This is an optimization exercise on Yosys and OpenROAD, whose aim is a short achievable clock period, few clock cycles and low power, not a production implementation. Where RTL was checked, it was by simulation tests only, not by an equivalence proof against the original. Function not checked in runs 2 and 3: the RTL went through the layout flow alone. Power and IR drop assume default switching activity.

==> flow/design.v (outline; a module is shown in full before it is edited, if it fits) <==
// module mac_lane_sum: 1967 lines
// module mac_vector_engine: 764 lines
module mac_vector_engine (
  input logic clk,
  input logic reset_n,
  input logic start,
  input logic clear,
  input logic [9:0] vec_len,
  input logic signed [47:0] bias,
  input logic in_valid,
  input logic [35:0] in_a,
  input logic [35:0] in_b,
  input logic out_ready,
  output logic busy,
  output logic in_ready,
  output logic out_valid,
  output logic signed [17:0] out_data,
  output logic signed [47:0] out_acc,
  output logic acc_overflow
);
  // ...
==> flow/run.sh <==
#!/bin/bash
# synth_recipe.tcl (not shown) runs the flow's synth.tcl, then flattens the netlist and writes it again
# the make line also repeats each setting of config.mk as NAME=value (left out here)
make -C /OpenROAD-flow-scripts/flow DESIGN_CONFIG=/design/flow/config.mk WORK_HOME=/design/flow/orfs CLKGATE_MAP_FILE= SYNTH_SCRIPT=/design/flow/synth_recipe.tcl finish
==> flow/config.mk <==
export PLATFORM = sky130hd
export DESIGN_NAME = mac_vector_engine
export DESIGN_NICKNAME = mac_vector_engine
export VERILOG_FILES = /design/flow/design.v
export SDC_FILE = /design/flow/constraint.sdc
export NUM_CORES = 4
export LEC_CHECK = 0
export ABC_CLOCK_PERIOD_IN_PS = 2900
export CAP_MARGIN = 20
export CORE_MARGIN = 2
export CORE_UTILIZATION = 60
export CTS_BUF_LIST = sky130_fd_sc_hd__clkbuf_16
export CTS_CLUSTER_DIAMETER = 120
export CTS_CLUSTER_SIZE = 25
export SETUP_SLACK_MARGIN = 4.2
export SLEW_MARGIN = 20
==> flow/constraint.sdc <==
create_clock -name core_clock -period 7.0 [get_ports {clk}]
set_input_delay 1.4000 -clock core_clock [delete_from_list [all_inputs] [get_ports {clk}]]
set_output_delay 1.4000 -clock core_clock [all_outputs]
set_load 0.01 [all_outputs]
==> results.env, run 1 <==
STATUS='no timing/DRC/antenna violations'
SW_FRAC_OF_TOTAL=0.335
CLK_PIN_SLEW_NS=0.10
GR_LAYER_USAGE_MET2=0.511
GLOBALROUTEMET3UTIL=0.0502
CRITICAL_PATH.MAX_FANOUT=7
POSTCTSSETUPBUFFERS=38
YOSYSMOSTFREQUENTCELL='dfxtp_1'
POSTSYNTH.ASYNCRESETSHARE=0.0693
TNS_NS=0
CP.ARRIVAL_NS=3.20
CLOCKPOWERSHARE=0.219
FLOPS_AND_LATCHES=462
ANT_NETS=0
WORST-PATH-STAGES=12
POST_SYNTH_MOST_FREQUENT_CELLS='323 x dfxtp_1, 310 x a22oi_1, 304 x fa_1, 248 x inv_1, 233 x xor2_1'
CRITICAL_PATH_SLOWEST_STAGE_CELL='fa_1'
NNETSFINAL=3758
GRT_PASS1_WL_MM=134
MAPPED_AVG_CELL_AREA_UM2=10.1
CRITPATHREQUIREDTIME_NS=7.34
GRT_UTIL_MET1=0.428
WORSTPATHBUFFERINVERTERCOUNT=2
CLOCK_TREE_FROM_TRITONCTS='done'
GRT_START_MAX_NET_PINS=100
AREA.SHARE.SEQUENTIAL=0.300
YS_DOMINANT_REG_CELL='dfxtp_1'
PLACED_INSTANCES=3804
INSERTION_DELAY_NS=0.59
TIMING.FMAX_GHz=0.350
POWER_PER_CELL_AREA_nW_PER_UM2=192
ROUTE.DETAILED.WL_PER_INST_UM=22.3
SYNTH_WARNINGS=4
MAX_SLEW.WORST_PIN.SLEW_NS=0.849
DETAILEDROUTE.FIRSTPASSITERATIONCOUNT=6
SYNTHTOPCELLSBYAREA='dfxtp_1 20%, fa_1 19%, edfxtp_1 10%'
REGMOSTFLOPS='u_sum.t1_q'
CTS_RESIZED=267
FIN_UTIL=0.683
SEQ_CELL_POWER_mW=3.22
ROUTE.VIAS.TOTAL=23600
Testbench counts, summed over its fixed seeds: cycles 12,338.
==> module mac_vector_engine, before the edit <==
module mac_vector_engine (
  input logic clk,
  input logic reset_n,
  input logic start,
  input logic clear,
  input logic [9:0] vec_len,
  input logic signed [47:0] bias,
  input logic in_valid,
  input logic [35:0] in_a,
  input logic [35:0] in_b,
  input logic out_ready,
  output logic busy,
  output logic in_ready,
  output logic out_valid,
  output logic signed [17:0] out_data,
  output logic signed [47:0] out_acc,
  output logic acc_overflow
);
  localparam int NST = 2;    
  localparam int NC = 3;      
  logic busy_q, ir_q, pv_q, inf_q, ov_q, nf_q;
  logic [9:0] plen_q, rem_q;
  logic [NC-1:0] own_q, hb_q;   
  logic [NC-1:0] st_c, dl_c, hw_c, ho_c;
  logic res_done;
  wire cur = !nf_q;   
  wire pl0 = plen_q == 10'd0, pl1 = plen_q == 10'd1, pl2 = plen_q == 10'd2;
  wire r1 = rem_q == 10'd1, r2 = rem_q == 10'd2;
  wire pseudo = !cur && pv_q && pl0 && !inf_q;   
  wire [9:0] rem_m1 = (cur ? rem_q : plen_q) - 10'd1;
  wire blast_t = cur ? r1 : pl1;                 
  wire take = in_valid && ir_q;
  wire pop = ov_q && out_ready;
  wire accept = start && !busy_q;               
  wire vl0 = vec_len == 10'd0, vl1 = vec_len == 10'd1;
  wire infn = inf_q && !pop;
  wire consume = (take && !cur) || pseudo;      
  wire blast = pseudo || (take && blast_t);
  wire nf_d = take ? blast_t : nf_q;
  wire nl_t = cur ? (r1 ? (pv_q ? pl1 : (accept && vl1)) : r2) : (!pl1 && pl2);
  wire inf_t = blast_t || infn;
  wire nl_n = cur ? r1 : (pv_q ? pl1 : (accept && vl1));
  wire inf_n = pseudo || infn;
  assign dl_c = {NC{accept}} & (~own_q | (st_c & ~hb_q));
  assign hw_c = {NC{accept}} & own_q & ~st_c;
  assign ho_c = st_c & hb_q;
  wire hb_next = |(hw_c | (hb_q & ~ho_c));
  always_ff @(posedge clk or negedge reset_n) begin
    if (!reset_n) begin
      busy_q <= 1'b0;
      ir_q <= 1'b0;
      pv_q <= 1'b0;
      inf_q <= 1'b0;
      ov_q <= 1'b0;
      rem_q <= '0;
      nf_q <= 1'b1;
      own_q <= '0;
      hb_q <= '0;
    end else begin
      busy_q <= !clear && (accept || (pv_q && !consume) || (infn && !nf_d) || hb_next);
      ir_q <= !clear && !(take ? (nl_t && inf_t) : (nl_n && inf_n));
      pv_q <= !clear && (accept || (pv_q && !consume));
      inf_q <= !clear && (blast || infn);
      ov_q <= !clear && (res_done || (ov_q && !pop));
      rem_q <= clear ? '0 : take ? rem_m1 : rem_q;
      nf_q <= clear || nf_d;
      own_q <= clear ? '0 : (dl_c | ho_c | (own_q & ~st_c));
      hb_q <= clear ? '0 : (hw_c | (hb_q & ~ho_c));
    end
  end
  always_ff @(posedge clk) begin
    if (!busy_q) plen_q <= vec_len;
  end
  logic [35:0] a_q;
  logic [17:0] one_q, two_q, neg_q;
  logic rb_q;
  always_ff @(posedge clk) begin
    a_q <= take ? in_a : '0;
    rb_q <= take;
    for (int l = 0; l < 2; l++)
      for (int i = 0; i < 9; i++) begin
        one_q[l*9+i] <= take && (in_b[l*18+2*i] ^ (i == 0 ? 1'b0 : in_b[l*18+2*i-1]));
        two_q[l*9+i] <= take && (i == 0 ? (in_b[l*18+1] & ~in_b[l*18])
                               : ((in_b[l*18+2*i+1] & ~in_b[l*18+2*i] & ~in_b[l*18+2*i-1]) |
                                  (~in_b[l*18+2*i+1] & in_b[l*18+2*i] & in_b[l*18+2*i-1])));
        neg_q[l*9+i] <= take && in_b[l*18+2*i+1];
      end
  end
  logic [NST+2:0] vp_q, lp_q;
  always_ff @(posedge clk or negedge reset_n) begin
    if (!reset_n) begin
      vp_q <= '0;
      lp_q <= '0;
    end else if (clear) begin
      vp_q <= '0;
      lp_q <= '0;
    end else begin
      vp_q <= {vp_q[NST+2-1:0], take || pseudo};
      lp_q <= {lp_q[NST+2-1:0], blast};
    end
  end
  wire [47:0] s_t, c_t;
  mac_lane_sum u_sum (.clk(clk), .v_i(rb_q), .a_i(a_q), .one_i(one_q), .two_i(two_q), .neg_i(neg_q), .s_o(s_t), .c_o(c_t));
  logic [47:0] res_q;
  logic ovf_q, rovf_q;
  logic [15:0] acc0_q;
  wire [15:0] x0 = acc0_q;
  wire st0 = lp_q[NST+0], vb0 = vp_q[NST+0];
  assign st_c[0] = st0;
  wire [15:0] s0 = s_t[15:0];
  wire [15:0] c0 = c_t[15:0];
  wire [15:0] p0 = x0 ^ s0 ^ c0;
  wire [15:0] g0 = (x0 & s0) | (x0 & c0) | (s0 & c0);
  wire [15:0] k0_p0 = p0 ^ {g0[14:0], 1'b0};
  wire [15:0] k0_g0 = p0 & {g0[14:0], 1'b0};
  wire [15:0] k0_G0 = {k0_g0[15:1], k0_g0[0] | (k0_p0[0] & 1'b0)};
  wire [15:0] k0_P0 = k0_p0;
  wire [15:0] k0_G1, k0_P1;
  assign k0_G1[0] = k0_G0[0];
  assign k0_P1[0] = k0_P0[0];
  assign k0_G1[1] = k0_G0[1] | (k0_P0[1] & k0_G0[0]);
  assign k0_P1[1] = k0_P0[1] & k0_P0[0];
  assign k0_G1[2] = k0_G0[2] | (k0_P0[2] & k0_G0[1]);
  assign k0_P1[2] = k0_P0[2] & k0_P0[1];
  assign k0_G1[3] = k0_G0[3] | (k0_P0[3] & k0_G0[2]);
  assign k0_P1[3] = k0_P0[3] & k0_P0[2];
  assign k0_G1[4] = k0_G0[4] | (k0_P0[4] & k0_G0[3]);
  assign k0_P1[4] = k0_P0[4] & k0_P0[3];
  assign k0_G1[5] = k0_G0[5] | (k0_P0[5] & k0_G0[4]);
  assign k0_P1[5] = k0_P0[5] & k0_P0[4];
  assign k0_G1[6] = k0_G0[6] | (k0_P0[6] & k0_G0[5]);
  assign k0_P1[6] = k0_P0[6] & k0_P0[5];
  assign k0_G1[7] = k0_G0[7] | (k0_P0[7] & k0_G0[6]);
  assign k0_P1[7] = k0_P0[7] & k0_P0[6];
  assign k0_G1[8] = k0_G0[8] | (k0_P0[8] & k0_G0[7]);
  assign k0_P1[8] = k0_P0[8] & k0_P0[7];
  assign k0_G1[9] = k0_G0[9] | (k0_P0[9] & k0_G0[8]);
  assign k0_P1[9] = k0_P0[9] & k0_P0[8];
  assign k0_G1[10] = k0_G0[10] | (k0_P0[10] & k0_G0[9]);
  assign k0_P1[10] = k0_P0[10] & k0_P0[9];
  assign k0_G1[11] = k0_G0[11] | (k0_P0[11] & k0_G0[10]);
  assign k0_P1[11] = k0_P0[11] & k0_P0[10];
  assign k0_G1[12] = k0_G0[12] | (k0_P0[12] & k0_G0[11]);
  assign k0_P1[12] = k0_P0[12] & k0_P0[11];
  assign k0_G1[13] = k0_G0[13] | (k0_P0[13] & k0_G0[12]);
  assign k0_P1[13] = k0_P0[13] & k0_P0[12];
  assign k0_G1[14] = k0_G0[14] | (k0_P0[14] & k0_G0[13]);
  assign k0_P1[14] = k0_P0[14] & k0_P0[13];
  assign k0_G1[15] = k0_G0[15] | (k0_P0[15] & k0_G0[14]);
  assign k0_P1[15] = k0_P0[15] & k0_P0[14];
  wire [15:0] k0_G2, k0_P2;
  assign k0_G2[0] = k0_G1[0];
  assign k0_P2[0] = k0_P1[0];
  assign k0_G2[1] = k0_G1[1];
  assign k0_P2[1] = k0_P1[1];
  assign k0_G2[2] = k0_G1[2] | (k0_P1[2] & k0_G1[0]);
  assign k0_P2[2] = k0_P1[2] & k0_P1[0];
  assign k0_G2[3] = k0_G1[3] | (k0_P1[3] & k0_G1[1]);
  assign k0_P2[3] = k0_P1[3] & k0_P1[1];
  assign k0_G2[4] = k0_G1[4] | (k0_P1[4] & k0_G1[2]);
  assign k0_P2[4] = k0_P1[4] & k0_P1[2];
  assign k0_G2[5] = k0_G1[5] | (k0_P1[5] & k0_G1[3]);
  assign k0_P2[5] = k0_P1[5] & k0_P1[3];
  assign k0_G2[6] = k0_G1[6] | (k0_P1[6] & k0_G1[4]);
  assign k0_P2[6] = k0_P1[6] & k0_P1[4];
  assign k0_G2[7] = k0_G1[7] | (k0_P1[7] & k0_G1[5]);
  assign k0_P2[7] = k0_P1[7] & k0_P1[5];
  assign k0_G2[8] = k0_G1[8] | (k0_P1[8] & k0_G1[6]);
  assign k0_P2[8] = k0_P1[8] & k0_P1[6];
  assign k0_G2[9] = k0_G1[9] | (k0_P1[9] & k0_G1[7]);
  assign k0_P2[9] = k0_P1[9] & k0_P1[7];
  assign k0_G2[10] = k0_G1[10] | (k0_P1[10] & k0_G1[8]);
  assign k0_P2[10] = k0_P1[10] & k0_P1[8];
  assign k0_G2[11] = k0_G1[11] | (k0_P1[11] & k0_G1[9]);
  assign k0_P2[11] = k0_P1[11] & k0_P1[9];
  assign k0_G2[12] = k0_G1[12] | (k0_P1[12] & k0_G1[10]);
  assign k0_P2[12] = k0_P1[12] & k0_P1[10];
  assign k0_G2[13] = k0_G1[13] | (k0_P1[13] & k0_G1[11]);
  assign k0_P2[13] = k0_P1[13] & k0_P1[11];
  assign k0_G2[14] = k0_G1[14] | (k0_P1[14] & k0_G1[12]);
  assign k0_P2[14] = k0_P1[14] & k0_P1[12];
  assign k0_G2[15] = k0_G1[15] | (k0_P1[15] & k0_G1[13]);
  assign k0_P2[15] = k0_P1[15] & k0_P1[13];
  wire [15:0] k0_G3, k0_P3;
  assign k0_G3[0] = k0_G2[0];
  assign k0_P3[0] = k0_P2[0];
  assign k0_G3[1] = k0_G2[1];
  assign k0_P3[1] = k0_P2[1];
  assign k0_G3[2] = k0_G2[2];
  assign k0_P3[2] = k0_P2[2];
  assign k0_G3[3] = k0_G2[3];
  assign k0_P3[3] = k0_P2[3];
  assign k0_G3[4] = k0_G2[4] | (k0_P2[4] & k0_G2[0]);
  assign k0_P3[4] = k0_P2[4] & k0_P2[0];
  assign k0_G3[5] = k0_G2[5] | (k0_P2[5] & k0_G2[1]);
  assign k0_P3[5] = k0_P2[5] & k0_P2[1];
  assign k0_G3[6] = k0_G2[6] | (k0_P2[6] & k0_G2[2]);
  assign k0_P3[6] = k0_P2[6] & k0_P2[2];
  assign k0_G3[7] = k0_G2[7] | (k0_P2[7] & k0_G2[3]);
  assign k0_P3[7] = k0_P2[7] & k0_P2[3];
  assign k0_G3[8] = k0_G2[8] | (k0_P2[8] & k0_G2[4]);
  assign k0_P3[8] = k0_P2[8] & k0_P2[4];
  assign k0_G3[9] = k0_G2[9] | (k0_P2[9] & k0_G2[5]);
  assign k0_P3[9] = k0_P2[9] & k0_P2[5];
  assign k0_G3[10] = k0_G2[10] | (k0_P2[10] & k0_G2[6]);
  assign k0_P3[10] = k0_P2[10] & k0_P2[6];
  assign k0_G3[11] = k0_G2[11] | (k0_P2[11] & k0_G2[7]);
  assign k0_P3[11] = k0_P2[11] & k0_P2[7];
  assign k0_G3[12] = k0_G2[12] | (k0_P2[12] & k0_G2[8]);
  assign k0_P3[12] = k0_P2[12] & k0_P2[8];
  assign k0_G3[13] = k0_G2[13] | (k0_P2[13] & k0_G2[9]);
  assign k0_P3[13] = k0_P2[13] & k0_P2[9];
  assign k0_G3[14] = k0_G2[14] | (k0_P2[14] & k0_G2[10]);
  assign k0_P3[14] = k0_P2[14] & k0_P2[10];
  assign k0_G3[15] = k0_G2[15] | (k0_P2[15] & k0_G2[11]);
  assign k0_P3[15] = k0_P2[15] & k0_P2[11];
  wire [15:0] k0_G4, k0_P4;
  assign k0_G4[0] = k0_G3[0];
  assign k0_P4[0] = k0_P3[0];
  assign k0_G4[1] = k0_G3[1];
  assign k0_P4[1] = k0_P3[1];
  assign k0_G4[2] = k0_G3[2];
  assign k0_P4[2] = k0_P3[2];
  assign k0_G4[3] = k0_G3[3];
  assign k0_P4[3] = k0_P3[3];
  assign k0_G4[4] = k0_G3[4];
  assign k0_P4[4] = k0_P3[4];
  assign k0_G4[5] = k0_G3[5];
  assign k0_P4[5] = k0_P3[5];
  assign k0_G4[6] = k0_G3[6];
  assign k0_P4[6] = k0_P3[6];
  assign k0_G4[7] = k0_G3[7];
  assign k0_P4[7] = k0_P3[7];
  assign k0_G4[8] = k0_G3[8] | (k0_P3[8] & k0_G3[0]);
  assign k0_P4[8] = k0_P3[8] & k0_P3[0];
  assign k0_G4[9] = k0_G3[9] | (k0_P3[9] & k0_G3[1]);
  assign k0_P4[9] = k0_P3[9] & k0_P3[1];
  assign k0_G4[10] = k0_G3[10] | (k0_P3[10] & k0_G3[2]);
  assign k0_P4[10] = k0_P3[10] & k0_P3[2];
  assign k0_G4[11] = k0_G3[11] | (k0_P3[11] & k0_G3[3]);
  assign k0_P4[11] = k0_P3[11] & k0_P3[3];
  assign k0_G4[12] = k0_G3[12] | (k0_P3[12] & k0_G3[4]);
  assign k0_P4[12] = k0_P3[12] & k0_P3[4];
  assign k0_G4[13] = k0_G3[13] | (k0_P3[13] & k0_G3[5]);
  assign k0_P4[13] = k0_P3[13] & k0_P3[5];
  assign k0_G4[14] = k0_G3[14] | (k0_P3[14] & k0_G3[6]);
  assign k0_P4[14] = k0_P3[14] & k0_P3[6];
  assign k0_G4[15] = k0_G3[15] | (k0_P3[15] & k0_G3[7]);
  assign k0_P4[15] = k0_P3[15] & k0_P3[7];
  wire [16:0] k0_y = {k0_G4[15], k0_p0 ^ {k0_G4[14:0], 1'b0}};
  wire cg1 = g0[15];   
  wire [16:0] y0 = k0_y;
  logic ca1_q;
  always_ff @(posedge clk) ca1_q <= y0[16];
  always_ff @(posedge clk) begin
    if (dl_c[0] || ho_c[0] || vb0)
      acc0_q <= dl_c[0] ? bias[15:0] : ho_c[0] ? res_q[15:0] : y0[15:0];
    if (st0 || hw_c[0]) res_q[15:0] <= st0 ? y0[15:0] : bias[15:0];
  end
  logic [15:0] acc1_q;
  wire [15:0] x1 = acc1_q;
  wire st1 = lp_q[NST+1], vb1 = vp_q[NST+1];
  assign st_c[1] = st1;
  wire [15:0] ps1 = s_t[31:16];
  wire [15:0] pc1 = c_t[31:16];
  wire [15:0] q1_p0 = ps1[15:0] ^ pc1[15:0];
  wire [15:0] q1_g0 = ps1[15:0] & pc1[15:0];
  wire [15:0] q1_G0 = {q1_g0[15:1], q1_g0[0] | (q1_p0[0] & cg1)};
  wire [15:0] q1_P0 = q1_p0;
  wire [15:0] q1_G1, q1_P1;
  assign q1_G1[0] = q1_G0[0];
  assign q1_P1[0] = q1_P0[0];
  assign q1_G1[1] = q1_G0[1] | (q1_P0[1] & q1_G0[0]);
  assign q1_P1[1] = q1_P0[1] & q1_P0[0];
  assign q1_G1[2] = q1_G0[2] | (q1_P0[2] & q1_G0[1]);
  assign q1_P1[2] = q1_P0[2] & q1_P0[1];
  assign q1_G1[3] = q1_G0[3] | (q1_P0[3] & q1_G0[2]);
  assign q1_P1[3] = q1_P0[3] & q1_P0[2];
  assign q1_G1[4] = q1_G0[4] | (q1_P0[4] & q1_G0[3]);
  assign q1_P1[4] = q1_P0[4] & q1_P0[3];
  assign q1_G1[5] = q1_G0[5] | (q1_P0[5] & q1_G0[4]);
  assign q1_P1[5] = q1_P0[5] & q1_P0[4];
  assign q1_G1[6] = q1_G0[6] | (q1_P0[6] & q1_G0[5]);
  assign q1_P1[6] = q1_P0[6] & q1_P0[5];
  assign q1_G1[7] = q1_G0[7] | (q1_P0[7] & q1_G0[6]);
  assign q1_P1[7] = q1_P0[7] & q1_P0[6];
  assign q1_G1[8] = q1_G0[8] | (q1_P0[8] & q1_G0[7]);
  assign q1_P1[8] = q1_P0[8] & q1_P0[7];
  assign q1_G1[9] = q1_G0[9] | (q1_P0[9] & q1_G0[8]);
  assign q1_P1[9] = q1_P0[9] & q1_P0[8];
  assign q1_G1[10] = q1_G0[10] | (q1_P0[10] & q1_G0[9]);
  assign q1_P1[10] = q1_P0[10] & q1_P0[9];
  assign q1_G1[11] = q1_G0[11] | (q1_P0[11] & q1_G0[10]);
  assign q1_P1[11] = q1_P0[11] & q1_P0[10];
  assign q1_G1[12] = q1_G0[12] | (q1_P0[12] & q1_G0[11]);
  assign q1_P1[12] = q1_P0[12] & q1_P0[11];
  assign q1_G1[13] = q1_G0[13] | (q1_P0[13] & q1_G0[12]);
  assign q1_P1[13] = q1_P0[13] & q1_P0[12];
  assign q1_G1[14] = q1_G0[14] | (q1_P0[14] & q1_G0[13]);
  assign q1_P1[14] = q1_P0[14] & q1_P0[13];
  assign q1_G1[15] = q1_G0[15] | (q1_P0[15] & q1_G0[14]);
  assign q1_P1[15] = q1_P0[15] & q1_P0[14];
  wire [15:0] q1_G2, q1_P2;
  assign q1_G2[0] = q1_G1[0];
  assign q1_P2[0] = q1_P1[0];
  assign q1_G2[1] = q1_G1[1];
  assign q1_P2[1] = q1_P1[1];
  assign q1_G2[2] = q1_G1[2] | (q1_P1[2] & q1_G1[0]);
  assign q1_P2[2] = q1_P1[2] & q1_P1[0];
  assign q1_G2[3] = q1_G1[3] | (q1_P1[3] & q1_G1[1]);
  assign q1_P2[3] = q1_P1[3] & q1_P1[1];
  assign q1_G2[4] = q1_G1[4] | (q1_P1[4] & q1_G1[2]);
  assign q1_P2[4] = q1_P1[4] & q1_P1[2];
  assign q1_G2[5] = q1_G1[5] | (q1_P1[5] & q1_G1[3]);
  assign q1_P2[5] = q1_P1[5] & q1_P1[3];
  assign q1_G2[6] = q1_G1[6] | (q1_P1[6] & q1_G1[4]);
  assign q1_P2[6] = q1_P1[6] & q1_P1[4];
  assign q1_G2[7] = q1_G1[7] | (q1_P1[7] & q1_G1[5]);
  assign q1_P2[7] = q1_P1[7] & q1_P1[5];
  assign q1_G2[8] = q1_G1[8] | (q1_P1[8] & q1_G1[6]);
  assign q1_P2[8] = q1_P1[8] & q1_P1[6];
  assign q1_G2[9] = q1_G1[9] | (q1_P1[9] & q1_G1[7]);
  assign q1_P2[9] = q1_P1[9] & q1_P1[7];
  assign q1_G2[10] = q1_G1[10] | (q1_P1[10] & q1_G1[8]);
  assign q1_P2[10] = q1_P1[10] & q1_P1[8];
  assign q1_G2[11] = q1_G1[11] | (q1_P1[11] & q1_G1[9]);
  assign q1_P2[11] = q1_P1[11] & q1_P1[9];
  assign q1_G2[12] = q1_G1[12] | (q1_P1[12] & q1_G1[10]);
  assign q1_P2[12] = q1_P1[12] & q1_P1[10];
  assign q1_G2[13] = q1_G1[13] | (q1_P1[13] & q1_G1[11]);
  assign q1_P2[13] = q1_P1[13] & q1_P1[11];
  assign q1_G2[14] = q1_G1[14] | (q1_P1[14] & q1_G1[12]);
  assign q1_P2[14] = q1_P1[14] & q1_P1[12];
  assign q1_G2[15] = q1_G1[15] | (q1_P1[15] & q1_G1[13]);
  assign q1_P2[15] = q1_P1[15] & q1_P1[13];
  wire [15:0] q1_G3, q1_P3;
  assign q1_G3[0] = q1_G2[0];
  assign q1_P3[0] = q1_P2[0];
  assign q1_G3[1] = q1_G2[1];
  assign q1_P3[1] = q1_P2[1];
  assign q1_G3[2] = q1_G2[2];
  assign q1_P3[2] = q1_P2[2];
  assign q1_G3[3] = q1_G2[3];
  assign q1_P3[3] = q1_P2[3];
  assign q1_G3[4] = q1_G2[4] | (q1_P2[4] & q1_G2[0]);
  assign q1_P3[4] = q1_P2[4] & q1_P2[0];
  assign q1_G3[5] = q1_G2[5] | (q1_P2[5] & q1_G2[1]);
  assign q1_P3[5] = q1_P2[5] & q1_P2[1];
  assign q1_G3[6] = q1_G2[6] | (q1_P2[6] & q1_G2[2]);
  assign q1_P3[6] = q1_P2[6] & q1_P2[2];
  assign q1_G3[7] = q1_G2[7] | (q1_P2[7] & q1_G2[3]);
  assign q1_P3[7] = q1_P2[7] & q1_P2[3];
  assign q1_G3[8] = q1_G2[8] | (q1_P2[8] & q1_G2[4]);
  assign q1_P3[8] = q1_P2[8] & q1_P2[4];
  assign q1_G3[9] = q1_G2[9] | (q1_P2[9] & q1_G2[5]);
  assign q1_P3[9] = q1_P2[9] & q1_P2[5];
  assign q1_G3[10] = q1_G2[10] | (q1_P2[10] & q1_G2[6]);
  assign q1_P3[10] = q1_P2[10] & q1_P2[6];
  assign q1_G3[11] = q1_G2[11] | (q1_P2[11] & q1_G2[7]);
  assign q1_P3[11] = q1_P2[11] & q1_P2[7];
  assign q1_G3[12] = q1_G2[12] | (q1_P2[12] & q1_G2[8]);
  assign q1_P3[12] = q1_P2[12] & q1_P2[8];
  assign q1_G3[13] = q1_G2[13] | (q1_P2[13] & q1_G2[9]);
  assign q1_P3[13] = q1_P2[13] & q1_P2[9];
  assign q1_G3[14] = q1_G2[14] | (q1_P2[14] & q1_G2[10]);
  assign q1_P3[14] = q1_P2[14] & q1_P2[10];
  assign q1_G3[15] = q1_G2[15] | (q1_P2[15] & q1_G2[11]);
  assign q1_P3[15] = q1_P2[15] & q1_P2[11];
  wire [15:0] q1_G4, q1_P4;
  assign q1_G4[0] = q1_G3[0];
  assign q1_P4[0] = q1_P3[0];
  assign q1_G4[1] = q1_G3[1];
  assign q1_P4[1] = q1_P3[1];
  assign q1_G4[2] = q1_G3[2];
  assign q1_P4[2] = q1_P3[2];
  assign q1_G4[3] = q1_G3[3];
  assign q1_P4[3] = q1_P3[3];
  assign q1_G4[4] = q1_G3[4];
  assign q1_P4[4] = q1_P3[4];
  assign q1_G4[5] = q1_G3[5];
  assign q1_P4[5] = q1_P3[5];
  assign q1_G4[6] = q1_G3[6];
  assign q1_P4[6] = q1_P3[6];
  assign q1_G4[7] = q1_G3[7];
  assign q1_P4[7] = q1_P3[7];
  assign q1_G4[8] = q1_G3[8] | (q1_P3[8] & q1_G3[0]);
  assign q1_P4[8] = q1_P3[8] & q1_P3[0];
  assign q1_G4[9] = q1_G3[9] | (q1_P3[9] & q1_G3[1]);
  assign q1_P4[9] = q1_P3[9] & q1_P3[1];
  assign q1_G4[10] = q1_G3[10] | (q1_P3[10] & q1_G3[2]);
  assign q1_P4[10] = q1_P3[10] & q1_P3[2];
  assign q1_G4[11] = q1_G3[11] | (q1_P3[11] & q1_G3[3]);
  assign q1_P4[11] = q1_P3[11] & q1_P3[3];
  assign q1_G4[12] = q1_G3[12] | (q1_P3[12] & q1_G3[4]);
  assign q1_P4[12] = q1_P3[12] & q1_P3[4];
  assign q1_G4[13] = q1_G3[13] | (q1_P3[13] & q1_G3[5]);
  assign q1_P4[13] = q1_P3[13] & q1_P3[5];
  assign q1_G4[14] = q1_G3[14] | (q1_P3[14] & q1_G3[6]);
  assign q1_P4[14] = q1_P3[14] & q1_P3[6];
  assign q1_G4[15] = q1_G3[15] | (q1_P3[15] & q1_G3[7]);
  assign q1_P4[15] = q1_P3[15] & q1_P3[7];
  wire [16:0] q1_y = {q1_G4[15], q1_p0 ^ {q1_G4[14:0], cg1}};
  logic [15:0] pa1_q;
  logic pco2_q;
  always_ff @(posedge clk) begin
    pa1_q <= q1_y[15:0];
    pco2_q <= q1_y[16];
  end
  wire [15:0] k1_p0 = x1 ^ pa1_q;
  wire [15:0] k1_g0 = x1 & pa1_q;
  wire [15:0] k1_G0 = {k1_g0[15:1], k1_g0[0] | (k1_p0[0] & ca1_q)};
  wire [15:0] k1_P0 = k1_p0;
  wire [15:0] k1_G1, k1_P1;
  assign k1_G1[0] = k1_G0[0];
  assign k1_P1[0] = k1_P0[0];
  assign k1_G1[1] = k1_G0[1] | (k1_P0[1] & k1_G0[0]);
  assign k1_P1[1] = k1_P0[1] & k1_P0[0];
  assign k1_G1[2] = k1_G0[2] | (k1_P0[2] & k1_G0[1]);
  assign k1_P1[2] = k1_P0[2] & k1_P0[1];
  assign k1_G1[3] = k1_G0[3] | (k1_P0[3] & k1_G0[2]);
  assign k1_P1[3] = k1_P0[3] & k1_P0[2];
  assign k1_G1[4] = k1_G0[4] | (k1_P0[4] & k1_G0[3]);
  assign k1_P1[4] = k1_P0[4] & k1_P0[3];
  assign k1_G1[5] = k1_G0[5] | (k1_P0[5] & k1_G0[4]);
  assign k1_P1[5] = k1_P0[5] & k1_P0[4];
  assign k1_G1[6] = k1_G0[6] | (k1_P0[6] & k1_G0[5]);
  assign k1_P1[6] = k1_P0[6] & k1_P0[5];
  assign k1_G1[7] = k1_G0[7] | (k1_P0[7] & k1_G0[6]);
  assign k1_P1[7] = k1_P0[7] & k1_P0[6];
  assign k1_G1[8] = k1_G0[8] | (k1_P0[8] & k1_G0[7]);
  assign k1_P1[8] = k1_P0[8] & k1_P0[7];
  assign k1_G1[9] = k1_G0[9] | (k1_P0[9] & k1_G0[8]);
  assign k1_P1[9] = k1_P0[9] & k1_P0[8];
  assign k1_G1[10] = k1_G0[10] | (k1_P0[10] & k1_G0[9]);
  assign k1_P1[10] = k1_P0[10] & k1_P0[9];
  assign k1_G1[11] = k1_G0[11] | (k1_P0[11] & k1_G0[10]);
  assign k1_P1[11] = k1_P0[11] & k1_P0[10];
  assign k1_G1[12] = k1_G0[12] | (k1_P0[12] & k1_G0[11]);
  assign k1_P1[12] = k1_P0[12] & k1_P0[11];
  assign k1_G1[13] = k1_G0[13] | (k1_P0[13] & k1_G0[12]);
  assign k1_P1[13] = k1_P0[13] & k1_P0[12];
  assign k1_G1[14] = k1_G0[14] | (k1_P0[14] & k1_G0[13]);
  assign k1_P1[14] = k1_P0[14] & k1_P0[13];
  assign k1_G1[15] = k1_G0[15] | (k1_P0[15] & k1_G0[14]);
  assign k1_P1[15] = k1_P0[15] & k1_P0[14];
  wire [15:0] k1_G2, k1_P2;
  assign k1_G2[0] = k1_G1[0];
  assign k1_P2[0] = k1_P1[0];
  assign k1_G2[1] = k1_G1[1];
  assign k1_P2[1] = k1_P1[1];
  assign k1_G2[2] = k1_G1[2] | (k1_P1[2] & k1_G1[0]);
  assign k1_P2[2] = k1_P1[2] & k1_P1[0];
  assign k1_G2[3] = k1_G1[3] | (k1_P1[3] & k1_G1[1]);
  assign k1_P2[3] = k1_P1[3] & k1_P1[1];
  assign k1_G2[4] = k1_G1[4] | (k1_P1[4] & k1_G1[2]);
  assign k1_P2[4] = k1_P1[4] & k1_P1[2];
  assign k1_G2[5] = k1_G1[5] | (k1_P1[5] & k1_G1[3]);
  assign k1_P2[5] = k1_P1[5] & k1_P1[3];
  assign k1_G2[6] = k1_G1[6] | (k1_P1[6] & k1_G1[4]);
  assign k1_P2[6] = k1_P1[6] & k1_P1[4];
  assign k1_G2[7] = k1_G1[7] | (k1_P1[7] & k1_G1[5]);
  assign k1_P2[7] = k1_P1[7] & k1_P1[5];
  assign k1_G2[8] = k1_G1[8] | (k1_P1[8] & k1_G1[6]);
  assign k1_P2[8] = k1_P1[8] & k1_P1[6];
  assign k1_G2[9] = k1_G1[9] | (k1_P1[9] & k1_G1[7]);
  assign k1_P2[9] = k1_P1[9] & k1_P1[7];
  assign k1_G2[10] = k1_G1[10] | (k1_P1[10] & k1_G1[8]);
  assign k1_P2[10] = k1_P1[10] & k1_P1[8];
  assign k1_G2[11] = k1_G1[11] | (k1_P1[11] & k1_G1[9]);
  assign k1_P2[11] = k1_P1[11] & k1_P1[9];
  assign k1_G2[12] = k1_G1[12] | (k1_P1[12] & k1_G1[10]);
  assign k1_P2[12] = k1_P1[12] & k1_P1[10];
  assign k1_G2[13] = k1_G1[13] | (k1_P1[13] & k1_G1[11]);
  assign k1_P2[13] = k1_P1[13] & k1_P1[11];
  assign k1_G2[14] = k1_G1[14] | (k1_P1[14] & k1_G1[12]);
  assign k1_P2[14] = k1_P1[14] & k1_P1[12];
  assign k1_G2[15] = k1_G1[15] | (k1_P1[15] & k1_G1[13]);
  assign k1_P2[15] = k1_P1[15] & k1_P1[13];
  wire [15:0] k1_G3, k1_P3;
  assign k1_G3[0] = k1_G2[0];
  assign k1_P3[0] = k1_P2[0];
  assign k1_G3[1] = k1_G2[1];
  assign k1_P3[1] = k1_P2[1];
  assign k1_G3[2] = k1_G2[2];
  assign k1_P3[2] = k1_P2[2];
  assign k1_G3[3] = k1_G2[3];
  assign k1_P3[3] = k1_P2[3];
  assign k1_G3[4] = k1_G2[4] | (k1_P2[4] & k1_G2[0]);
  assign k1_P3[4] = k1_P2[4] & k1_P2[0];
  assign k1_G3[5] = k1_G2[5] | (k1_P2[5] & k1_G2[1]);
  assign k1_P3[5] = k1_P2[5] & k1_P2[1];
  assign k1_G3[6] = k1_G2[6] | (k1_P2[6] & k1_G2[2]);
  assign k1_P3[6] = k1_P2[6] & k1_P2[2];
  assign k1_G3[7] = k1_G2[7] | (k1_P2[7] & k1_G2[3]);
  assign k1_P3[7] = k1_P2[7] & k1_P2[3];
  assign k1_G3[8] = k1_G2[8] | (k1_P2[8] & k1_G2[4]);
  assign k1_P3[8] = k1_P2[8] & k1_P2[4];
  assign k1_G3[9] = k1_G2[9] | (k1_P2[9] & k1_G2[5]);
  assign k1_P3[9] = k1_P2[9] & k1_P2[5];
  assign k1_G3[10] = k1_G2[10] | (k1_P2[10] & k1_G2[6]);
  assign k1_P3[10] = k1_P2[10] & k1_P2[6];
  assign k1_G3[11] = k1_G2[11] | (k1_P2[11] & k1_G2[7]);
  assign k1_P3[11] = k1_P2[11] & k1_P2[7];
  assign k1_G3[12] = k1_G2[12] | (k1_P2[12] & k1_G2[8]);
  assign k1_P3[12] = k1_P2[12] & k1_P2[8];
  assign k1_G3[13] = k1_G2[13] | (k1_P2[13] & k1_G2[9]);
  assign k1_P3[13] = k1_P2[13] & k1_P2[9];
  assign k1_G3[14] = k1_G2[14] | (k1_P2[14] & k1_G2[10]);
  assign k1_P3[14] = k1_P2[14] & k1_P2[10];
  assign k1_G3[15] = k1_G2[15] | (k1_P2[15] & k1_G2[11]);
  assign k1_P3[15] = k1_P2[15] & k1_P2[11];
  wire [15:0] k1_G4, k1_P4;
  assign k1_G4[0] = k1_G3[0];
  assign k1_P4[0] = k1_P3[0];
  assign k1_G4[1] = k1_G3[1];
  assign k1_P4[1] = k1_P3[1];
  assign k1_G4[2] = k1_G3[2];
  assign k1_P4[2] = k1_P3[2];
  assign k1_G4[3] = k1_G3[3];
  assign k1_P4[3] = k1_P3[3];
  assign k1_G4[4] = k1_G3[4];
  assign k1_P4[4] = k1_P3[4];
  assign k1_G4[5] = k1_G3[5];
  assign k1_P4[5] = k1_P3[5];
  assign k1_G4[6] = k1_G3[6];
  assign k1_P4[6] = k1_P3[6];
  assign k1_G4[7] = k1_G3[7];
  assign k1_P4[7] = k1_P3[7];
  assign k1_G4[8] = k1_G3[8] | (k1_P3[8] & k1_G3[0]);
  assign k1_P4[8] = k1_P3[8] & k1_P3[0];
  assign k1_G4[9] = k1_G3[9] | (k1_P3[9] & k1_G3[1]);
  assign k1_P4[9] = k1_P3[9] & k1_P3[1];
  assign k1_G4[10] = k1_G3[10] | (k1_P3[10] & k1_G3[2]);
  assign k1_P4[10] = k1_P3[10] & k1_P3[2];
  assign k1_G4[11] = k1_G3[11] | (k1_P3[11] & k1_G3[3]);
  assign k1_P4[11] = k1_P3[11] & k1_P3[3];
  assign k1_G4[12] = k1_G3[12] | (k1_P3[12] & k1_G3[4]);
  assign k1_P4[12] = k1_P3[12] & k1_P3[4];
  assign k1_G4[13] = k1_G3[13] | (k1_P3[13] & k1_G3[5]);
  assign k1_P4[13] = k1_P3[13] & k1_P3[5];
  assign k1_G4[14] = k1_G3[14] | (k1_P3[14] & k1_G3[6]);
  assign k1_P4[14] = k1_P3[14] & k1_P3[6];
  assign k1_G4[15] = k1_G3[15] | (k1_P3[15] & k1_G3[7]);
  assign k1_P4[15] = k1_P3[15] & k1_P3[7];
  wire [16:0] k1_y = {k1_G4[15], k1_p0 ^ {k1_G4[14:0], ca1_q}};
  wire [16:0] y1 = k1_y;
  logic ca2_q;
  always_ff @(posedge clk) ca2_q <= y1[16];
  always_ff @(posedge clk) begin
    if (dl_c[1] || ho_c[1] || vb1)
      acc1_q <= dl_c[1] ? bias[31:16] : ho_c[1] ? res_q[31:16] : y1[15:0];
    if (st1 || hw_c[1]) res_q[31:16] <= st1 ? y1[15:0] : bias[31:16];
  end
  logic [15:0] acc2_q;
  wire [15:0] x2 = acc2_q;
  wire st2 = lp_q[NST+2], vb2 = vp_q[NST+2];
  assign st_c[2] = st2;
  logic [15:0] sd2_q [1];
  logic [15:0] cd2_q [1];
  always_ff @(posedge clk) begin
    sd2_q[0] <= s_t[47:32];
    cd2_q[0] <= c_t[47:32];
  end
  wire [15:0] ps2 = sd2_q[0];
  wire [15:0] pc2 = cd2_q[0];
  wire [4:0] q2_p0 = ps2[4:0] ^ pc2[4:0];
  wire [4:0] q2_g0 = ps2[4:0] & pc2[4:0];
  wire [4:0] q2_G0 = {q2_g0[4:1], q2_g0[0] | (q2_p0[0] & pco2_q)};
  wire [4:0] q2_P0 = q2_p0;
  wire [4:0] q2_G1, q2_P1;
  assign q2_G1[0] = q2_G0[0];
  assign q2_P1[0] = q2_P0[0];
  assign q2_G1[1] = q2_G0[1] | (q2_P0[1] & q2_G0[0]);
  assign q2_P1[1] = q2_P0[1] & q2_P0[0];
  assign q2_G1[2] = q2_G0[2] | (q2_P0[2] & q2_G0[1]);
  assign q2_P1[2] = q2_P0[2] & q2_P0[1];
  assign q2_G1[3] = q2_G0[3] | (q2_P0[3] & q2_G0[2]);
  assign q2_P1[3] = q2_P0[3] & q2_P0[2];
  assign q2_G1[4] = q2_G0[4] | (q2_P0[4] & q2_G0[3]);
  assign q2_P1[4] = q2_P0[4] & q2_P0[3];
  wire [4:0] q2_G2, q2_P2;
  assign q2_G2[0] = q2_G1[0];
  assign q2_P2[0] = q2_P1[0];
  assign q2_G2[1] = q2_G1[1];
  assign q2_P2[1] = q2_P1[1];
  assign q2_G2[2] = q2_G1[2] | (q2_P1[2] & q2_G1[0]);
  assign q2_P2[2] = q2_P1[2] & q2_P1[0];
  assign q2_G2[3] = q2_G1[3] | (q2_P1[3] & q2_G1[1]);
  assign q2_P2[3] = q2_P1[3] & q2_P1[1];
  assign q2_G2[4] = q2_G1[4] | (q2_P1[4] & q2_G1[2]);
  assign q2_P2[4] = q2_P1[4] & q2_P1[2];
  wire [4:0] q2_G3, q2_P3;
  assign q2_G3[0] = q2_G2[0];
  assign q2_P3[0] = q2_P2[0];
  assign q2_G3[1] = q2_G2[1];
  assign q2_P3[1] = q2_P2[1];
  assign q2_G3[2] = q2_G2[2];
  assign q2_P3[2] = q2_P2[2];
  assign q2_G3[3] = q2_G2[3];
  assign q2_P3[3] = q2_P2[3];
  assign q2_G3[4] = q2_G2[4] | (q2_P2[4] & q2_G2[0]);
  assign q2_P3[4] = q2_P2[4] & q2_P2[0];
  wire [5:0] q2_y = {q2_G3[4], q2_p0 ^ {q2_G3[3:0], pco2_q}};
  logic [4:0] pa2_q;
  always_ff @(posedge clk) begin
    pa2_q <= q2_y[4:0];
  end
  wire [15:0] k2_p0 = x2 ^ {{11{pa2_q[4]}}, pa2_q};
  wire [15:0] k2_g0 = x2 & {{11{pa2_q[4]}}, pa2_q};
  wire [15:0] k2_G0 = {k2_g0[15:1], k2_g0[0] | (k2_p0[0] & ca2_q)};
  wire [15:0] k2_P0 = k2_p0;
  wire [15:0] k2_G1, k2_P1;
  assign k2_G1[0] = k2_G0[0];
  assign k2_P1[0] = k2_P0[0];
  assign k2_G1[1] = k2_G0[1] | (k2_P0[1] & k2_G0[0]);
  assign k2_P1[1] = k2_P0[1] & k2_P0[0];
  assign k2_G1[2] = k2_G0[2] | (k2_P0[2] & k2_G0[1]);
  assign k2_P1[2] = k2_P0[2] & k2_P0[1];
  assign k2_G1[3] = k2_G0[3] | (k2_P0[3] & k2_G0[2]);
  assign k2_P1[3] = k2_P0[3] & k2_P0[2];
  assign k2_G1[4] = k2_G0[4] | (k2_P0[4] & k2_G0[3]);
  assign k2_P1[4] = k2_P0[4] & k2_P0[3];
  assign k2_G1[5] = k2_G0[5] | (k2_P0[5] & k2_G0[4]);
  assign k2_P1[5] = k2_P0[5] & k2_P0[4];
  assign k2_G1[6] = k2_G0[6] | (k2_P0[6] & k2_G0[5]);
  assign k2_P1[6] = k2_P0[6] & k2_P0[5];
  assign k2_G1[7] = k2_G0[7] | (k2_P0[7] & k2_G0[6]);
  assign k2_P1[7] = k2_P0[7] & k2_P0[6];
  assign k2_G1[8] = k2_G0[8] | (k2_P0[8] & k2_G0[7]);
  assign k2_P1[8] = k2_P0[8] & k2_P0[7];
  assign k2_G1[9] = k2_G0[9] | (k2_P0[9] & k2_G0[8]);
  assign k2_P1[9] = k2_P0[9] & k2_P0[8];
  assign k2_G1[10] = k2_G0[10] | (k2_P0[10] & k2_G0[9]);
  assign k2_P1[10] = k2_P0[10] & k2_P0[9];
  assign k2_G1[11] = k2_G0[11] | (k2_P0[11] & k2_G0[10]);
  assign k2_P1[11] = k2_P0[11] & k2_P0[10];
  assign k2_G1[12] = k2_G0[12] | (k2_P0[12] & k2_G0[11]);
  assign k2_P1[12] = k2_P0[12] & k2_P0[11];
  assign k2_G1[13] = k2_G0[13] | (k2_P0[13] & k2_G0[12]);
  assign k2_P1[13] = k2_P0[13] & k2_P0[12];
  assign k2_G1[14] = k2_G0[14] | (k2_P0[14] & k2_G0[13]);
  assign k2_P1[14] = k2_P0[14] & k2_P0[13];
  assign k2_G1[15] = k2_G0[15] | (k2_P0[15] & k2_G0[14]);
  assign k2_P1[15] = k2_P0[15] & k2_P0[14];
  wire [15:0] k2_G2, k2_P2;
  assign k2_G2[0] = k2_G1[0];
  assign k2_P2[0] = k2_P1[0];
  assign k2_G2[1] = k2_G1[1];
  assign k2_P2[1] = k2_P1[1];
  assign k2_G2[2] = k2_G1[2] | (k2_P1[2] & k2_G1[0]);
  assign k2_P2[2] = k2_P1[2] & k2_P1[0];
  assign k2_G2[3] = k2_G1[3] | (k2_P1[3] & k2_G1[1]);
  assign k2_P2[3] = k2_P1[3] & k2_P1[1];
  assign k2_G2[4] = k2_G1[4] | (k2_P1[4] & k2_G1[2]);
  assign k2_P2[4] = k2_P1[4] & k2_P1[2];
  assign k2_G2[5] = k2_G1[5] | (k2_P1[5] & k2_G1[3]);
  assign k2_P2[5] = k2_P1[5] & k2_P1[3];
  assign k2_G2[6] = k2_G1[6] | (k2_P1[6] & k2_G1[4]);
  assign k2_P2[6] = k2_P1[6] & k2_P1[4];
  assign k2_G2[7] = k2_G1[7] | (k2_P1[7] & k2_G1[5]);
  assign k2_P2[7] = k2_P1[7] & k2_P1[5];
  assign k2_G2[8] = k2_G1[8] | (k2_P1[8] & k2_G1[6]);
  assign k2_P2[8] = k2_P1[8] & k2_P1[6];
  assign k2_G2[9] = k2_G1[9] | (k2_P1[9] & k2_G1[7]);
  assign k2_P2[9] = k2_P1[9] & k2_P1[7];
  assign k2_G2[10] = k2_G1[10] | (k2_P1[10] & k2_G1[8]);
  assign k2_P2[10] = k2_P1[10] & k2_P1[8];
  assign k2_G2[11] = k2_G1[11] | (k2_P1[11] & k2_G1[9]);
  assign k2_P2[11] = k2_P1[11] & k2_P1[9];
  assign k2_G2[12] = k2_G1[12] | (k2_P1[12] & k2_G1[10]);
  assign k2_P2[12] = k2_P1[12] & k2_P1[10];
  assign k2_G2[13] = k2_G1[13] | (k2_P1[13] & k2_G1[11]);
  assign k2_P2[13] = k2_P1[13] & k2_P1[11];
  assign k2_G2[14] = k2_G1[14] | (k2_P1[14] & k2_G1[12]);
  assign k2_P2[14] = k2_P1[14] & k2_P1[12];
  assign k2_G2[15] = k2_G1[15] | (k2_P1[15] & k2_G1[13]);
  assign k2_P2[15] = k2_P1[15] & k2_P1[13];
  wire [15:0] k2_G3, k2_P3;
  assign k2_G3[0] = k2_G2[0];
  assign k2_P3[0] = k2_P2[0];
  assign k2_G3[1] = k2_G2[1];
  assign k2_P3[1] = k2_P2[1];
  assign k2_G3[2] = k2_G2[2];
  assign k2_P3[2] = k2_P2[2];
  assign k2_G3[3] = k2_G2[3];
  assign k2_P3[3] = k2_P2[3];
  assign k2_G3[4] = k2_G2[4] | (k2_P2[4] & k2_G2[0]);
  assign k2_P3[4] = k2_P2[4] & k2_P2[0];
  assign k2_G3[5] = k2_G2[5] | (k2_P2[5] & k2_G2[1]);
  assign k2_P3[5] = k2_P2[5] & k2_P2[1];
  assign k2_G3[6] = k2_G2[6] | (k2_P2[6] & k2_G2[2]);
  assign k2_P3[6] = k2_P2[6] & k2_P2[2];
  assign k2_G3[7] = k2_G2[7] | (k2_P2[7] & k2_G2[3]);
  assign k2_P3[7] = k2_P2[7] & k2_P2[3];
  assign k2_G3[8] = k2_G2[8] | (k2_P2[8] & k2_G2[4]);
  assign k2_P3[8] = k2_P2[8] & k2_P2[4];
  assign k2_G3[9] = k2_G2[9] | (k2_P2[9] & k2_G2[5]);
  assign k2_P3[9] = k2_P2[9] & k2_P2[5];
  assign k2_G3[10] = k2_G2[10] | (k2_P2[10] & k2_G2[6]);
  assign k2_P3[10] = k2_P2[10] & k2_P2[6];
  assign k2_G3[11] = k2_G2[11] | (k2_P2[11] & k2_G2[7]);
  assign k2_P3[11] = k2_P2[11] & k2_P2[7];
  assign k2_G3[12] = k2_G2[12] | (k2_P2[12] & k2_G2[8]);
  assign k2_P3[12] = k2_P2[12] & k2_P2[8];
  assign k2_G3[13] = k2_G2[13] | (k2_P2[13] & k2_G2[9]);
  assign k2_P3[13] = k2_P2[13] & k2_P2[9];
  assign k2_G3[14] = k2_G2[14] | (k2_P2[14] & k2_G2[10]);
  assign k2_P3[14] = k2_P2[14] & k2_P2[10];
  assign k2_G3[15] = k2_G2[15] | (k2_P2[15] & k2_G2[11]);
  assign k2_P3[15] = k2_P2[15] & k2_P2[11];
  wire [15:0] k2_G4, k2_P4;
  assign k2_G4[0] = k2_G3[0];
  assign k2_P4[0] = k2_P3[0];
  assign k2_G4[1] = k2_G3[1];
  assign k2_P4[1] = k2_P3[1];
  assign k2_G4[2] = k2_G3[2];
  assign k2_P4[2] = k2_P3[2];
  assign k2_G4[3] = k2_G3[3];
  assign k2_P4[3] = k2_P3[3];
  assign k2_G4[4] = k2_G3[4];
  assign k2_P4[4] = k2_P3[4];
  assign k2_G4[5] = k2_G3[5];
  assign k2_P4[5] = k2_P3[5];
  assign k2_G4[6] = k2_G3[6];
  assign k2_P4[6] = k2_P3[6];
  assign k2_G4[7] = k2_G3[7];
  assign k2_P4[7] = k2_P3[7];
  assign k2_G4[8] = k2_G3[8] | (k2_P3[8] & k2_G3[0]);
  assign k2_P4[8] = k2_P3[8] & k2_P3[0];
  assign k2_G4[9] = k2_G3[9] | (k2_P3[9] & k2_G3[1]);
  assign k2_P4[9] = k2_P3[9] & k2_P3[1];
  assign k2_G4[10] = k2_G3[10] | (k2_P3[10] & k2_G3[2]);
  assign k2_P4[10] = k2_P3[10] & k2_P3[2];
  assign k2_G4[11] = k2_G3[11] | (k2_P3[11] & k2_G3[3]);
  assign k2_P4[11] = k2_P3[11] & k2_P3[3];
  assign k2_G4[12] = k2_G3[12] | (k2_P3[12] & k2_G3[4]);
  assign k2_P4[12] = k2_P3[12] & k2_P3[4];
  assign k2_G4[13] = k2_G3[13] | (k2_P3[13] & k2_G3[5]);
  assign k2_P4[13] = k2_P3[13] & k2_P3[5];
  assign k2_G4[14] = k2_G3[14] | (k2_P3[14] & k2_G3[6]);
  assign k2_P4[14] = k2_P3[14] & k2_P3[6];
  assign k2_G4[15] = k2_G3[15] | (k2_P3[15] & k2_G3[7]);
  assign k2_P4[15] = k2_P3[15] & k2_P3[7];
  wire [16:0] k2_y = {k2_G4[15], k2_p0 ^ {k2_G4[14:0], ca2_q}};
  wire [16:0] y2 = k2_y;
  always_ff @(posedge clk) begin
    if (dl_c[2] || ho_c[2] || vb2)
      acc2_q <= dl_c[2] ? bias[47:32] : ho_c[2] ? res_q[47:32] : y2[15:0];
    if (st2 || hw_c[2]) res_q[47:32] <= st2 ? y2[15:0] : bias[47:32];
  end
  wire ovf_step = (x2[15] ^ y2[15]) & (x2[15] ^ x2[14]);
  always_ff @(posedge clk) begin
    if (dl_c[2] || ho_c[2]) ovf_q <= 1'b0;
    else if (vb2) ovf_q <= ovf_q | ovf_step;
    if (st2) rovf_q <= ovf_q | ovf_step;
  end
  assign res_done = st2;
  assign busy = busy_q;
  assign in_ready = ir_q;
  assign out_valid = ov_q;
  assign out_acc = res_q;
  assign out_data = res_q[25:8];
  assign acc_overflow = rovf_q;
endmodule
==> inputs of run 2 (changes only) <==
--- a/flow/design.v
+++ b/flow/design.v
@@ -2379,5 +2379,5 @@
   logic pco2_q;
   always_ff @(posedge clk) begin
-    pa1_q <= q1_y[15:0];
+    pa1_q <= vp_q[NST+0] ? q1_y[15:0] : '0;
     pco2_q <= q1_y[16];
   end
@@ -2579,5 +2579,5 @@
   logic [4:0] pa2_q;
   always_ff @(posedge clk) begin
-    pa2_q <= q2_y[4:0];
+    pa2_q <= vp_q[NST+1] ? q2_y[4:0] : '0;
   end
   wire [15:0] k2_p0 = x2 ^ {{11{pa2_q[4]}}, pa2_q};
==> run 2 against run 1 <==
Net effect: power fell by 6.5%; final cell count rose by 0.97%; first-iteration DRC count rose by 16%; maximum frequency fell by 6.2%; area after synthesis barely moved; sequential share of layout area fell by 0.26 points; die area barely moved; critical path type unchanged; count of clock-buffer cells in the layout did not move; wire length rose by 1.6%; still clean; core utilization rose by 0.42 points; clock power fell by 3%.
==> results.env, run 2 <==
VIA_PER_INST=6.04
CORE-AREA_UM2=52400
TIMING.HOLD.WORST.START='u_sum.t2_q[62]'
POWER_PER_CELL_AREA_nW_PER_UM2=178  # -7.1%
MAX-CAP-VIOLATIONS=0
GRT_PASS1_VIAS=24000
HOLD_PATH_DEPTH=0
SYNTH-ADDER-AREA-SHARE=0.230
SYNTH.LARGEST_AREA_CELL='dfxtp_1'
TNS_NS=0  # unchanged
TOP_LEVEL_I_O_COUNT=206
YOSYSMOSTFREQUENTCELL='dfxtp_1'
INSERTEDDIODECOUNT=0
SYN2LAYOUT_AREA_GROWTH_PCT=13.6
CLK_PIN_SLEW_NS=0.11  # about the same
WORSTREGTOREGCELLS=10
SETUP_VIOL=0
SYN_AREA_UM2=31700
ROUTE.VIAS.TOTAL=23900  # +1.5%
DOMINANT_COMBINATIONAL_CELL_FAMILY_BY_AREA_AFTER_SYNTHESIS='adder cells'
PRE_CTS_WS_NS=3.37
WIRELENGTH_MM=88.7
GRT_SETUP_UNREPAIRED='yes'
GRT_START_MAX_NET_PINS=135  # +35%
REGMOSTFLOPS='u_sum.t1_q'
POST_SYNTH_MOST_FREQUENT_CELLS='323 x dfxtp_1, 310 x a22oi_1, 304 x fa_1, 246 x inv_1, 234 x xor2_1'
MAX_SLEW.WORST_PIN.SLEW_NS=1.00  # +0.153 ns
DRTITER0DRC=2548
FIN_SKEW_NS=0.0235
LAYOUT_COMMON_CELLS='295 x fa_1, 292 x a22oi_1, 258 x dfxtp_1, 250 x inv_1, 231 x xor2_1'
SYNTH-SIMPLE-AREA-SHARE=0.116
CRITICAL_PATH_CLASS='reg -> reg'
WORSTREG2REGSTART='acc0_q[7]'
LAYOUT.CELLS.MOST_COMMON='fa_1'
GLOBALROUTEOVERFLOWTOTAL=0
CRITICAL_PATH.MAX_FANOUT=3  # -4
CRITICAL_PATH.REG2REG.ENDPOINT='acc0_q[14]'
CELLLEAKAGEPOWER_nW=14.2
YOSYS.AREA.TOP_TYPE_SHARE=0.204
CTS_SINKS=462
MIN-DELAY-PATH-CLASS='reg -> reg'
SLACK_OF_THE_WORST_REG_TO_REG_PATH_NS=3.95
POSTSYNTH.ASYNCRESETSHARE=0.0693  # unchanged
YOSYS_REGISTER_BITS=462
CLOCK_TREE_FROM_TRITONCTS='done'
YOSYS-MUX-AREA-FRACTION=0.0187
YS_DOMINANT_REG_CELL='dfxtp_1'
MAX_BUFFERS_ROOT_TO_SINK=3
TIMING.CRITICAL_PATH.FROM_TYPE='flip-flop'
FIN_CRIT_NS=3.05
DIE-HEIGHT_UM=234
DRV_SLEW=0
CRITPATHREQUIREDTIME_NS=7.29  # -0.05 ns
STATUS='no timing/DRC/antenna violations'
CLOCK-ROOT-BUFFER='clkbuf_16'
SYNTH-COMPOUND-AREA-SHARE=0.130
SYNTHTOPCELLSBYAREA='dfxtp_1 20%, fa_1 19%, edfxtp_1 10%'
ROUTE.DETAILED.WL_PER_INST_UM=22.4  # +0.67%
SYNTH_WARNINGS=4  # unchanged
TIMING.FMAX_GHz=0.328  # -6.2%
INITIAL_ANTENNA_VIOLATION_COUNT=0
ANT_NETS=0  # unchanged
PLACEMENT.IO_BUFFERS=205
TOP_REGISTERS='u_sum.t1_q x133, u_sum.t2_q x65, res_q x48'
ROWS=84
DRT_DRC_VIOLATIONS_LEFT=0
SYNTH_CELLS=3175
FINAL_CRITICAL_PATH_SETUP_SLACK_NS=3.95
GRTUSAGETOTAL=0.315
SYNTH_ENABLE_FLOP_CELLS=107
POST_SYNTHESIS_SHARE_OF_CELL_AREA_SPENT_ON_XOR_AND_XNOR_GATES=0.113
WORST_SUPPLY_VOLTAGE_DROP_ON_VDD_mV=0.177
FLIP_FLOP_COUNT_OF_THE_LARGEST_REGISTER_AFTER_LAYOUT=133
GRT_PASS1_WL_MM=134  # -0.46%
FINAL_LAYOUT_SIZE_SUFFIX_GT1_FRAC=0.112
CP.ARRIVAL_NS=3.34  # +0.14 ns
MAPPED_AVG_CELL_AREA_UM2=10.0  # -0.61%
DETAILEDROUTE.FIRSTPASSITERATIONCOUNT=7  # +1
HOLD-PATH-ENDPOINT='sd2_q[0][2]'
PLACE_CONGESTION=0.921
NNETSFINAL=3796  # +1.0%
INSERTION_DELAY_NS=0.57  # -0.02 ns
DP_HPWL_MM=60.8
MAX_SLEW_MARGIN=0.332
REPORT.FINAL.HOLD_VIOL_COUNT=0
START_UTIL=0.605
SYN_NETS=3711
H-TREE-DEPTH=1
SEQUENTIAL_FRACTION_OF_THE_SYNTHESIS_AREA=0.330
FINAL.PERIOD_UTILIZATION=0.436
SYNTH.LIB_CELLS_USED.DISTINCT=60
FLOORPLAN.DIE_AREA_UM2=54800
FP.DIEW_UM=234
ENDPOINT_KIND='flip-flop'
CTS_INSERTED_BUFFERS=22
[run 2: power breakdown]
group          leakage [nW]  internal [mW]  switching, mW
Clock                 0.344          0.600          0.848
Combinational          9.74          0.805           1.02
Sequential             4.10           2.93          0.218
Total                  14.2           4.34           2.08
[run 2: logic make-up after synthesis]
family          count (synthesis)
compound gates                617
xor+xnor                      408
fa+ha+maj                     400
buf+inv                       517
flops                         462
mux                            54
simple gates                  717
[run 2: per-layer routing]
metal	routed length [um]	vias to the layer above	GRT usage
met3	8640	284	0.0595
met1	36400	11600	0.430
li1	-	10700	-
met4	3440	0	0.106
met5	0	-	0
met2	40200	1346	0.507
[run 2: how the worst max path moves through the flow]
stage | start | endpoint | depth (start not counted) | slack [ns]
global placement | in_valid | busy_q | 8 | 3.37
detailed placement | in_valid | busy_q | 8 | 3.37
CTS | acc0_q[6] | acc0_q[14] | 12 | 3.97
floorplan | two_q[9] | u_sum.t1_q[56] | 10 | 4.13
global route | acc0_q[6] | acc0_q[14] | 12 | 3.85
finish | acc0_q[7] | acc0_q[14] | 10 | 3.95
[run 2: critical path: stages, from the launching register on]
cell and delay, ns:
edfxtp_1 0.48, fa_1 0.56, ha_4 0.22, inv_1 0.12, nor2_1 0.08, a221oi_2 0.30
o21ai_2 0.11, a221o_1 0.31, a21oi_2 0.21, xor2_2 0.24, a311oi_2 0.13
[run 2: stage by stage]
step	hold slack (ns)	total power [mW]	utilization	area (um^2)	cells
after global routing	0.342	6.77	0.687	36100	3958
after floorplan	0.310	4.27	-	31900	3175
after CTS	0.331	6.35	0.667	35000	3892
final	0.324	6.42	0.687	36100	3958
after detailed placement	0.312	4.90	0.646	33900	3831
after global placement	0.313	4.85	0.646	33900	3831
[run 2: what timing repair did]
action	4_1_cts	5_1_grt
setup buffers	26	63
pin swaps	27	40
hold endpoints to repair	0	0
endpoints found under the setup margin	238	168
gates cloned	1	3
resized for setup	224	127
hold buffers	0	0
[run 2: area by class of cell]
cell class,instances,area [um^2]
Clock buffer,23,576
Inverter,246,927
Sequential cell,462,10700
Clock inverter,11,53.8
Fill cell,4073,16400
Multi-Input combinational cell,2196,19800
Tap cell,688,861
Timing Repair inverter,1,5.00
Timing Repair Buffer,331,3150
==> inputs of run 3 (changes only) <==
--- a/flow/config.mk
+++ b/flow/config.mk
@@ -11,6 +11,6 @@
 export CORE_UTILIZATION = 60
 export CTS_BUF_LIST = sky130_fd_sc_hd__clkbuf_16
-export CTS_CLUSTER_DIAMETER = 120
-export CTS_CLUSTER_SIZE = 25
+export CTS_CLUSTER_DIAMETER = 150
+export CTS_CLUSTER_SIZE = 20
 export SETUP_SLACK_MARGIN = 4.2
 export SLEW_MARGIN = 20
==> run 3 against run 2 <==
Net effect: wire length grew 1.7%; setup slack lost 0.021 ns; clock power grew about 10%; sequential share of layout area shrank 0.26 points; worst hold slack lost 0.0013 ns; highest routed layer unchanged.
==> results.env, run 3 <==
DIE-HEIGHT_UM=234  # unchanged
CTS_INSERTED_BUFFERS=27  # +23%
PLACED_INSTANCES=3831  # unchanged
ANT_NETS=0  # unchanged
MIN-DELAY-PATH-CLASS='reg -> reg'
CP.ARRIVAL_NS=3.38  # +0.04 ns
NNETSFINAL=3814  # +0.47%
POWER_PER_CELL_AREA_nW_PER_UM2=181  # +1.7%
FP.DIEW_UM=234  # unchanged
POST_SYNTH_MOST_FREQUENT_CELLS='323 x dfxtp_1, 310 x a22oi_1, 304 x fa_1, 246 x inv_1, 234 x xor2_1'
CLOCK_TREE_FROM_TRITONCTS='done'
LAYOUT.AREA.SEQ_UM2=10700  # unchanged
WIRELENGTH_MM=90.2  # +1.7%
TOP_REGISTERS='u_sum.t1_q x133, u_sum.t2_q x65, res_q x48'
ROUTE.VIAS.TOTAL=23900  # +0.0084%
POSTSYNTH.ASYNCRESETSHARE=0.0693  # unchanged
ENDPOINT_KIND='flip-flop'
ROWS=84  # unchanged
MAX_SLEW_MARGIN=0.337  # +0.00477
DETAILEDROUTE.FIRSTPASSITERATIONCOUNT=7  # unchanged
SYN_AREA_UM2=31700  # unchanged
STATUS='no timing/DRC/antenna violations'
CRITICAL_PATH.MAX_FANOUT=3  # unchanged
TIMING.CRITICAL_PATH.FROM_TYPE='flip-flop'
FLOORPLAN.DIE_AREA_UM2=54800  # unchanged
TNS_NS=0  # unchanged
FINAL_CRITICAL_PATH_SETUP_SLACK_NS=3.93  # -0.0205 ns
FINAL-INSTANCE-COUNT-EXCL-FILL=3977  # +0.48%
CTS_SINKS=462  # unchanged
SYNTH.LIB_CELLS_USED.DISTINCT=60  # unchanged
SYNTH.LARGEST_AREA_CELL='dfxtp_1'
SYNTH_ENABLE_FLOP_CELLS=107  # unchanged
INITIAL_ANTENNA_VIOLATION_COUNT=1  # +1
YOSYSMOSTFREQUENTCELL='dfxtp_1'
SETUP_VIOL=0  # unchanged
GRT_SETUP_UNREPAIRED='yes'
LAYOUT.CELLS.MOST_COMMON='fa_1'
CRITICAL_PATH_CLASS='reg -> reg'
CLK_PIN_SLEW_NS=0.09  # -0.02 ns
REPORT.FINAL.HOLD_VIOL_COUNT=0  # unchanged
VIA_PER_INST=6.01  # -0.47%
CLOCK-ROOT-BUFFER='clkbuf_16'
PLACEMENT.IO_BUFFERS=205  # unchanged
INSERTION_DELAY_NS=0.62  # +0.05 ns
SEQUENTIAL_FRACTION_OF_THE_SYNTHESIS_AREA=0.330  # unchanged
LAYOUT_COMMON_CELLS='295 x fa_1, 283 x a22oi_1, 258 x dfxtp_1, 250 x inv_1, 229 x xor2_1'
DP_HPWL_MM=60.8  # unchanged
INSERTEDDIODECOUNT=0  # unchanged
CRITPATHREQUIREDTIME_NS=7.31  # +0.02 ns
GRTUSAGETOTAL=0.317  # +0.00181
START_UTIL=0.605  # unchanged
FIN_UTIL=0.693  # +0.00599
PRE_CTS_WS_NS=3.37  # unchanged
FINAL.FILL_COUNT=4047  # -0.64%
SYN_NETS=3711  # unchanged
DRT_DRC_VIOLATIONS_LEFT=0  # unchanged
CORE-AREA_UM2=52400  # unchanged
HOLD_WS_NS=0.323  # -0.00134 ns
H-TREE-DEPTH=1  # unchanged
FINALPOWER_mW=6.58  # +2.6%
MAX_SLEW.WORST_PIN.SLEW_NS=0.995  # -0.00715 ns
SYNTH_CELLS=3175  # unchanged
GRT_START_MAX_NET_PINS=135  # unchanged
YOSYS.AREA.TOP_TYPE_SHARE=0.204  # unchanged
SYNTHTOPCELLSBYAREA='dfxtp_1 20%, fa_1 19%, edfxtp_1 10%'
MAX_BUFFERS_ROOT_TO_SINK=3  # unchanged
WORST_SUPPLY_VOLTAGE_DROP_ON_VDD_mV=0.179  # +1.1%
PLACE_CONGESTION=0.921  # unchanged
ROUTE.DETAILED.WL_PER_INST_UM=22.7  # +1.2%
SYN2LAYOUT_AREA_GROWTH_PCT=14.6
GRT_PASS1_VIAS=23900  # -0.096%
-- run 3: cell counts after synthesis --
Identical to the previous run, type by type.
-- run 3: worst paths after layout --
check / end / from / cells past startpoint / slack (ns)
worst max-delay path: acc0_q[14] / acc0_q[7] / 10 / 3.93
worst min-delay path: cd2_q[0][1] / u_sum.t2_q[61] / 0 / 0.32
worst max register to register: acc0_q[14] / acc0_q[7] / 10 / 3.93
worst min register to register: cd2_q[0][1] / u_sum.t2_q[61] / 0 / 0.32
max in group asynchronous: lp_q[3] / reset_n / 1 / 5.60
min in group asynchronous: rem_q[3] / reset_n / 1 / 0.87
-- run 3: cell type report --
type,count,share of cell area
well taps,688,0.0237
repair inverters,1,0.000138
inverters,246,0.0255
clock inverters,13,0.00193
clock buffers,27,0.0186
multi-input cells,2196,0.545
flip-flops and latches,462,0.295
repair buffers,344,0.0906
-- run 3: routing by layer --
layer	GRT usage	vias up	wire (um)
met2	0.508	1363	40800
met3	0.0561	292	8410
li1	-	10700	-
met4	0.115	0	3850
met1	0.434	11600	37200
met5	0	-	0
-- run 3: cell families after synthesis --
kind of cell	synth area share
flip-flops	0.330
AO/OA/AOI/OAI	0.130
XOR/XNOR	0.113
AND/OR/NAND/NOR	0.116
multiplexers	0.0187
adder cells (fa/ha/maj)	0.230
buffers and inverters	0.0633
-- run 3: critical path: stages (launching register included) --
cell	delay (ns)
edfxtp_1	0.47
fa_1	0.56
ha_4	0.22
inv_1	0.12
nor2_1	0.08
a221oi_2	0.30
o21ai_2	0.10
a221o_1	0.31
a21oi_2	0.21
xor2_2	0.25
a311oi_2	0.13
-- run 3: power by group --
group / internal [mW] / switching (mW)
logic: 0.813 / 1.03
clock network: 0.702 / 0.896
registers: 2.93 / 0.215
total: 4.45 / 2.14
-- run 3: timing repair --
item	CTS	global route
pin swaps	27	38
cloned	1	2
setup endpoints to repair	234	111
setup buffers	23	80
gates resized for setup	237	135

==> separate check: timing with driven ports <==
In the flow no input, the clock included, has a driving cell. The finished layouts below were timed again as built, in two steps. Step 1: set_driving_cell puts a clkbuf_16 on clk and a buf_2 on each other input, an assumption about the parent block. Step 2 also shifts input and output timing later by t, the mid clock arrival at the registers, as if the neighbouring blocks saw the same clock. Three values: no drivers, after step 1, after step 2; two values: the first two.
run | t, ns | setup slack, ns
run 1 | 0.632 | 4.139 / 4.085 / 3.670
run 2 | 0.619 | 3.949 / 3.949 / 3.685
run 3 | 0.665 | 3.929 / 3.929 / 3.605
After both steps every run listed still meets setup and hold.
